Source: an optimization exercise on an open RTL-to-GDS flow (aim: small area, a short achievable clock period and few clock cycles per item). Production flows keep margins and buffers that such runs may drop. Where RTL was checked, it was by simulation tests only, not by an equivalence proof against the original. No functional check of the RTL was part of run 2.

==> flow/design.v (outline; a module is shown in full before it is edited, if it fits) <==
// module dct8_stream: 2720 lines
// module dct_fa: 10 lines
// module dct_ha: 9 lines
// module dct_addsub: 14 lines
// module dct_carry: 31 lines
// module dct_carry_ci: 13 lines
// module dct_sum: 11 lines
// module dct_sum_co: 12 lines
// module dct_out: 19 lines
// module dct_subl: 8 lines
// module dct_subh: 10 lines
module dct8_stream #(
    parameter int IN_W        = 8,
    parameter int OUT_W       = 14,
    parameter int LEVEL_SHIFT = 0
) (
    input  logic                    clk,
    input  logic                    rst,
    input  logic                    en,
    input  logic                    in_valid,
    output logic                    in_ready,
    input  logic [IN_W-1:0]         x0,
    input  logic [IN_W-1:0]         x1,
    input  logic [IN_W-1:0]         x2,
    input  logic [IN_W-1:0]         x3,
    input  logic [IN_W-1:0]         x4,
    input  logic [IN_W-1:0]         x5,
    input  logic [IN_W-1:0]         x6,
    input  logic [IN_W-1:0]         x7,
    output logic                    out_valid,
    input  logic                    out_ready,
    output logic signed [OUT_W-1:0] y0,
    output logic signed [OUT_W-1:0] y1,
    output logic signed [OUT_W-1:0] y2,
    output logic signed [OUT_W-1:0] y3,
    output logic signed [OUT_W-1:0] y4,
    output logic signed [OUT_W-1:0] y5,
    output logic signed [OUT_W-1:0] y6,
    output logic signed [OUT_W-1:0] y7
);
  // ...
==> flow/flow/run.sh <==
#!/bin/bash
# Standard ORFS layout, with repair_timing aiming below the clock period and
# plain buffers on the ports.
set -euo pipefail
bash standard.sh SETUP_SLACK_MARGIN=7.7 "BUFFER_PORTS_ARGS=-buffer_cell sky130_fd_sc_hd__buf_2" finish > standard_flow.log 2>&1
==> flow/standard.sh <==
#!/bin/bash
# synth_recipe.tcl (not shown) runs the flow's synth.tcl, then flattens the netlist and writes it again
# the make line also repeats each setting of config.mk as NAME=value (left out here)
make -C /OpenROAD-flow-scripts/flow DESIGN_CONFIG=/design/flow/config.mk WORK_HOME=/design/flow/orfs CLKGATE_MAP_FILE= SYNTH_SCRIPT=/design/flow/synth_recipe.tcl "${@:-finish}"
==> flow/config.mk <==
export PLATFORM = sky130hd
export DESIGN_NAME = dct8_stream
export DESIGN_NICKNAME = dct8_stream
export VERILOG_FILES = /design/flow/design.v
export SDC_FILE = /design/flow/constraint.sdc
export NUM_CORES = 4
export LEC_CHECK = 0
export ABC_AREA = 1
export CAP_MARGIN = 20
export CORE_MARGIN = 2
export CORE_UTILIZATION = 50
export SLEW_MARGIN = 20
export SYNTH_HIERARCHICAL = 1
==> flow/constraint.sdc <==
create_clock -name core_clock -period 12.0 [get_ports {clk}]
set_input_delay 2.4000 -clock core_clock [delete_from_list [all_inputs] [get_ports {clk}]]
set_output_delay 2.4000 -clock core_clock [all_outputs]
set_load 0.01 [all_outputs]
==> impl_metrics.yaml, run 1 <==
worst_setup_path:
  endpoint: "t3_u0r[4]"
  critPathMaxFanout: 7
  cp_top_family: "adder cells"
  worstPathArrival_ps: 4670
  r2r_start: "b0_r[4]"
  startpoint: "b0_r[4]"
logic_synthesis:
  yosys-mux-area-fraction_pct: 0
  yosys-top-cells-area: "fa_1 (42%), edfxtp_1 (17%), ha_1 (9.8%)"
  yosysWarnings: 61
  yosysTopAreaCellShare_pct: 41.59
cts:
  clock_latency_ps: 590
  hold_buffers: 0
  cts_htree_levels: 2
  cts_tree: "done"
  cts_sinks: 268
  root_buffer: "clkbuf_16"
place:
  port-buffer-count: 178
timing:
  slew_violations: 0
  fin_hold_ws_ps: 482.4
  period_share_pct: 36.29
detailed_routing:
  drtAntennaViolNets: 0
  wirelength_um: 86620
  highest_layer: "met4"
  drt-vias-per-instance: 4.896
  detail_route.wl_per_cell_um: 17.12
die:
  pin_count: 183
  row_count: 98
  start_util_pct: 50.43
  fp.dieArea_um2: 74260
  design.core.area_um2: 71490
layout:
  stdcell_count: 5061
  regMostFlops: "sk"
  antenna_cells: 0
  utilization_pct: 59.23
  final.fill_count: 6175
grt:
  top_usage_layer: "met2"
run_status:
  outcome: "no timing/DRC/antenna violations"
Testbench counts, summed over its fixed seeds: cycles 1,040, items 1,024.
==> module dct_subl, before the edit <==
module dct_subl (
    input  logic [4:0] a,
    input  logic [4:0] b,
    output logic [4:0] y,
    output logic       co
);
    assign {co, y} = {1'b0, a} + {1'b0, ~b} + 6'd1;
endmodule
==> module dct_subh, before the edit <==
module dct_subh (
    input  logic [3:0] a,
    input  logic [3:0] b,
    input  logic       ci,
    output logic [4:0] y
);
    logic [4:0] t;
    assign t = {1'b0, a} + {1'b0, ~b} + {4'd0, ci};
    assign y = {~t[4], t[3:0]};
endmodule
==> run 2: changes to the inputs <==
--- a/flow/design.v
+++ b/flow/design.v
@@ -73,35 +73,35 @@
         dct_addsub #(.W(8), .SUB(0)) ua (.a(xm[i]), .b(xm[7-i]), .y(a_n[i]));
         dct_addsub #(.W(8), .SUB(1)) ub (.a(xm[i]), .b(xm[7-i]), .y(b_n[i]));
     end
     logic [8:0] ss_n, sc_n, es_n, ec_n;
     for (genvar j = 0; j < 9; j++) begin : g_l1
         dct_fa us (.a(a_n[0][j]), .b(a_n[1][j]), .c(a_n[2][j]), .s(ss_n[j]), .co(sc_n[j]));
         dct_fa ue (.a(a_n[1][j]), .b(a_n[2][j]), .c(~a_n[0][j]), .s(es_n[j]), .co(ec_n[j]));
     end
-    logic [4:0] dl0_n, dl1_n;
+    logic [3:0] dl0_n, dl1_n;
     logic       dc0_n, dc1_n;
-    dct_subl ul0 (.a(a_n[0][4:0]), .b(a_n[3][4:0]), .y(dl0_n), .co(dc0_n));
-    dct_subl ul1 (.a(a_n[1][4:0]), .b(a_n[2][4:0]), .y(dl1_n), .co(dc1_n));
+    dct_subl ul0 (.a(a_n[0][3:0]), .b(a_n[3][3:0]), .y(dl0_n), .co(dc0_n));
+    dct_subl ul1 (.a(a_n[1][3:0]), .b(a_n[2][3:0]), .y(dl1_n), .co(dc1_n));
     logic [8:0] ss_r, sc_r, es_r, ec_r;
     logic [8:0] a3_r;
-    logic [3:0] a0h_r, a1h_r, a2h_r;
-    logic [4:0] dl0_r, dl1_r;
+    logic [4:0] a0h_r, a1h_r, a2h_r;
+    logic [3:0] dl0_r, dl1_r;
     logic       dc0_r, dc1_r;
     logic [8:0] b0_r, b1_r, b2_r, b3_r;
     always_ff @(posedge clk) begin
         if (en & r2) begin
             ss_r <= ss_n;
             sc_r <= sc_n;
             es_r <= es_n;
             ec_r <= ec_n;
-            a0h_r <= a_n[0][8:5];
-            a1h_r <= a_n[1][8:5];
-            a2h_r <= a_n[2][8:5];
+            a0h_r <= a_n[0][8:4];
+            a1h_r <= a_n[1][8:4];
+            a2h_r <= a_n[2][8:4];
             a3_r  <= a_n[3];
             dl0_r <= dl0_n;
             dl1_r <= dl1_n;
             dc0_r <= dc0_n;
             dc1_r <= dc1_n;
             b0_r <= b_n[0];
             b1_r <= b_n[1];
             b2_r <= b_n[2];
@@ -1774,20 +1774,20 @@
     assign c18 = es_r[1] | ec_r[0];
     dct_fa us19 (.a(es_r[2]), .b(ec_r[1]), .c(~a3_r[2]), .s(s19), .co(c20));
     dct_fa us21 (.a(es_r[3]), .b(ec_r[2]), .c(~a3_r[3]), .s(s21), .co(c22));
     dct_fa us23 (.a(es_r[4]), .b(ec_r[3]), .c(~a3_r[4]), .s(s23), .co(c24));
     dct_fa us25 (.a(es_r[5]), .b(ec_r[4]), .c(~a3_r[5]), .s(s25), .co(c26));
     dct_fa us27 (.a(es_r[6]), .b(ec_r[5]), .c(~a3_r[6]), .s(s27), .co(c28));
     dct_fa us29 (.a(es_r[7]), .b(ec_r[6]), .c(~a3_r[7]), .s(s29), .co(c30));
     dct_fa us31 (.a(es_r[8]), .b(ec_r[7]), .c(~a3_r[8]), .s(s31), .co(c32));
-    dct_subh ud0 (.a(a0h_r), .b(a3_r[8:5]), .ci(dc0_r), .y(d0[9:5]));
-    dct_subh ud1 (.a(a1h_r), .b(a2h_r), .ci(dc1_r), .y(d1[9:5]));
-    assign d0[4:0] = dl0_r;
-    assign d1[4:0] = dl1_r;
+    dct_subh ud0 (.a(a0h_r), .b(a3_r[8:4]), .ci(dc0_r), .y(d0[9:4]));
+    dct_subh ud1 (.a(a1h_r), .b(a2h_r), .ci(dc1_r), .y(d1[9:4]));
+    assign d0[3:0] = dl0_r;
+    assign d1[3:0] = dl1_r;
     dct_fa us33 (.a(~a3_r[0]), .b(a3_r[1]), .c(ss_r[0]), .s(s33), .co(c34));
     dct_fa us35 (.a(sc_r[8]), .b(a3_r[1]), .c(ss_r[0]), .s(s35), .co(c36));
     dct_ha us37 (.a(s1), .b(c16), .s(s37), .co(c38));
     dct_ha us39 (.a(c2), .b(c14), .s(s39), .co(c40));
     dct_fa us41 (.a(ss_r[0]), .b(a3_r[0]), .c(a3_r[1]), .s(s41), .co(c42));
     dct_ha us43 (.a(c10), .b(c6), .s(s43), .co(c44));
     dct_fa us45 (.a(a3_r[1]), .b(c12), .c(c8), .s(s45), .co(c46));
     dct_fa us47 (.a(s1), .b(c4), .c(s5), .s(s47), .co(c48));
@@ -2833,25 +2833,25 @@
         assign p0[j] = &u0[j-1:0];
         assign p1[j] = &u1[j-1:0];
     end
     assign ch     = c5 | (cl & (&u0));
     assign y[4:0] = u0 ^ ({5{cl}} & p0);
     assign y[9:5] = u1 ^ ({5{ch}} & p1);
 endmodule
 module dct_subl (
-    input  logic [4:0] a,
-    input  logic [4:0] b,
-    output logic [4:0] y,
+    input  logic [3:0] a,
+    input  logic [3:0] b,
+    output logic [3:0] y,
     output logic       co
 );
-    assign {co, y} = {1'b0, a} + {1'b0, ~b} + 6'd1;
+    assign {co, y} = {1'b0, a} + {1'b0, ~b} + 5'd1;
 endmodule
 module dct_subh (
-    input  logic [3:0] a,
-    input  logic [3:0] b,
+    input  logic [4:0] a,
+    input  logic [4:0] b,
     input  logic       ci,
-    output logic [4:0] y
+    output logic [5:0] y
 );
-    logic [4:0] t;
-    assign t = {1'b0, a} + {1'b0, ~b} + {4'd0, ci};
-    assign y = {~t[4], t[3:0]};
+    logic [5:0] t;
+    assign t = {1'b0, a} + {1'b0, ~b} + {5'd0, ci};
+    assign y = {~t[5], t[4:0]};
 endmodule
==> flow/flow/run.sh (replaced) <==
#!/bin/bash
# Standard ORFS layout, with repair_timing aiming below the clock period and
# plain buffers on the ports.
set -euo pipefail
bash standard.sh SETUP_SLACK_MARGIN=7.6 "BUFFER_PORTS_ARGS=-buffer_cell sky130_fd_sc_hd__buf_2" finish > standard_flow.log 2>&1
==> impl_metrics.yaml, run 2 <==
layout:
  final_cell_mix: "nand2_1 (855), inv_1 (807), fa_1 (697)"
  layout_commonest_cell: "nand2_1"
  layout-drive-gt1-share_pct: 12.86
  nets: 5038
  largest_reg_flops: 64
  utilization_pct: 56.88
  multi_input_area_um2: 25670
  seq_area_um2: 7408
  antenna_cells: 0
  final.fill_count: 6325
  area_growth_pct: 12.77
  final_cell_area_um2: 40660
  regMostFlops: "sk"
logic_synthesis:
  async_flop_share_pct: 0
  netlist_instances: 3635
  yosysWarnings: 61
  synth_cell_type_count: 34
  yosys-top-cells-area: "fa_1 (42%), edfxtp_1 (17%), ha_1 (9.8%)"
  yosysMostFrequentCell: "nand2_1"
  ys_seq_area_share_pct: 20.55
  synth_common_cells: "nand2_1 (863), inv_1 (819), fa_1 (749), ha_1 (282), edfxtp_1 (202)"
  synth-edff-count: 202
  ys_ff_latch: 269
  yosys_most_used_dff: "edfxtp_1"
  avgSynthCellArea_um2: 9.918
  yosysTopAreaCellShare_pct: 41.59
  yosysTopAreaCell: "fa_1"
  synth_area_um2: 36050
place:
  dp_hpwl_um: 64510
  place_congestion: 0.8906
  pre_cts_ws_ps: 7203
  port-buffer-count: 178
  placed_cell_area_um2: 38300
worst_hold_path:
  worstHoldStart: "sk[5][3]"
  hold_depth: 2
  whs_endpoint: "sk[5][3]"
  hp-class: "flip-flop to flip-flop"
worst_setup_path:
  cp-end-kind: "flip-flop"
  r2r_start: "b2_r[5]"
  path_class: "flip-flop to flip-flop"
  worstPathArrival_ps: 4620
  cp-start-kind: "flip-flop"
  required_ps: 12300
  reg2reg_depth: 12
  critPathMaxFanout: 17
  rr_endpoint: "t7_u0r[4]"
  ff2ff_setup_slack_ps: 7690
timing:
  fmax_mhz: 231.9
  tns_ps: 0
  slew_violations: 0
  finalClockSkew_ps: 40.90
  period_share_pct: 35.93
  hold_violations: 0
  fin_crit_ps: 4312
  worst_pin_slew_ps: 906.9
  layout_setup_ws_ps: 7688
  slew_headroom_pct: 39.54
  setup_violations: 0
  rsz0062_at_grt: "true"
cts:
  numCtsBuffers: 36
  cts_sinks: 269
  hold_buffers: 0
  cts_tree: "done"
  ctsLongestPathBuffers: 3
  root_buffer: "clkbuf_16"
  clock_latency_ps: 570
  cts.clk_slew.worst_paths_ps: 70
  cts_htree_levels: 2
detailed_routing:
  drt-vias-per-instance: 4.854
  drtPass1Iterations: 5
  drc: 0
  via_count: 23860
  drtAntennaViolNets: 0
  detail_route.wl_per_cell_um: 16.94
  drt_iter0_markers: 1263
  wirelength_um: 83250
grt:
  antenna_found_initial: 0
  grt_pass1_vias: 25080
  grt_use_total_pct: 23.70
  grt-ovfl-total: 0
  grt_pass1_wl_um: 134700
  grt_max_degree: 67
die:
  die_x_um: 272.5
  pin_count: 183
  design.core.area_um2: 71490
  die_h_um: 272.5
  start_util_pct: 50.43
  fp.dieArea_um2: 74270
  row_count: 98
run:
  cap_violations: 0
run_status:
  outcome: "no timing/DRC/antenna violations"
[run 2: critical path, stage by stage (launching register included)]
cell	delay [ps]
edfxtp_1	320
buf_4	400
fa_1	490
fa_1	470
fa_1	540
fa_1	460
fa_1	530
ha_4	200
fa_2	380
nand2_1	80
nand3_1	60
nand3_1	60
nand2_1	50
[run 2: worst max path at each step]
stage | slack [ps] | end | start
global route | 7520 | t6_u0r[4] | dc0_r
global placement | 7260 | dl1_r[3] | x6[0]
CTS | 7580 | t6_u0r[4] | dc0_r
floorplan | 7520 | t1_u0r[4] | b0_r[8]
detailed placement | 7200 | dl1_r[3] | x6[0]
finish | 7690 | t7_u0r[4] | b2_r[5]
[run 2: layout make-up]
class | count | area share (%)
clock buffers | 41 | 2.336
inverters | 825 | 7.663
multi-input cells | 2520 | 63.14
clock inverters | 24 | 1.031
repair buffers | 286 | 4.690
flip-flops and latches | 269 | 18.22
well taps | 950 | 2.924
[run 2: timing repair]
action / in CTS / in global routing
pin swaps: 11 / 25
gates resized for setup: 29 / 96
setup buffers: 24 / 42
setup endpoints to repair: 33 / 43
endpoints found under the hold margin: 0 / 0
[run 2: per-module statistics from Yosys, one instance, submodules excluded, a selection]
module	copies in the design	area, um^2	flops+latches
dct8_stream	1	10540	269
dct_subh	2	237.7	0
dct_out	8	209.0	0
dct_subl	2	143.9	0
dct_fa	719	20.02	0
dct_ha	68	12.51	0
[run 2: cells by family (layout without fill, tap and decap cells)]
| logic type | after synthesis | after routing | synth area share, % |
|---|---|---|---|
| xor+xnor | 76 | 76 | 1.846 |
| fa+ha+maj | 1031 | 1031 | 51.38 |
| simple gates | 1298 | 1298 | 15.38 |
| compound gates | 88 | 88 | 1.256 |
| flops | 269 | 269 | 20.55 |
| other cells | 2 | 27 | 0.02083 |
| buf+inv | 871 | 1176 | 9.568 |
[run 2: per-layer routing]
layer | track usage (%) | part of all wire [%] | vias to the layer above
met5 | 0 | 0 | -
met3 | 3.286 | 4.6 | 109
li1 | - | - | 11470
met4 | 4.960 | 2.2 | 0
met1 | 30.88 | 42 | 11850
met2 | 42.31 | 51 | 429
[run 2: per-stage QoR]
step                cells  hold slack, ps
finish               4915           479.1
detailed placement   4784           466.5
global route         4915           506.2
CTS                  4873           481.0
global placement     4784           464.9
floorplan            3660           445.2

-- static timing again, ports no longer ideal --
How much do the figures lean on ideal ports? The routed layouts below were timed once more, with nothing changed but the port constraints.
Step 1 sets driving cells, clkbuf_16 on the clock port and buf_2 on the other inputs (assumed; they add their load-dependent delay and slew).
Step 2 adds t to the input delays and takes it off the output delays; t is the mean of the earliest and latest rising clock arrival at the registers after step 1. Input paths then give back, and output paths get back, about the clock's delay inside the block.
Three values: ideal, step 1, step 2; two values: the first two.
run	shift t [ns]	setup slack, ns	slew at the worst register clock pin (ns)	cell pins on the clock port's net
run 1	0.639	7.645 / 7.645 / 7.273	0.06 / 0.06	1
run 2	0.617	7.688 / 7.663 / 7.246	0.07 / 0.07	1
After both steps every run listed still meets setup and hold. The setup slack of run 2, which loses most, moves by -0.025 ns with the drivers and by -0.442 ns with both steps.
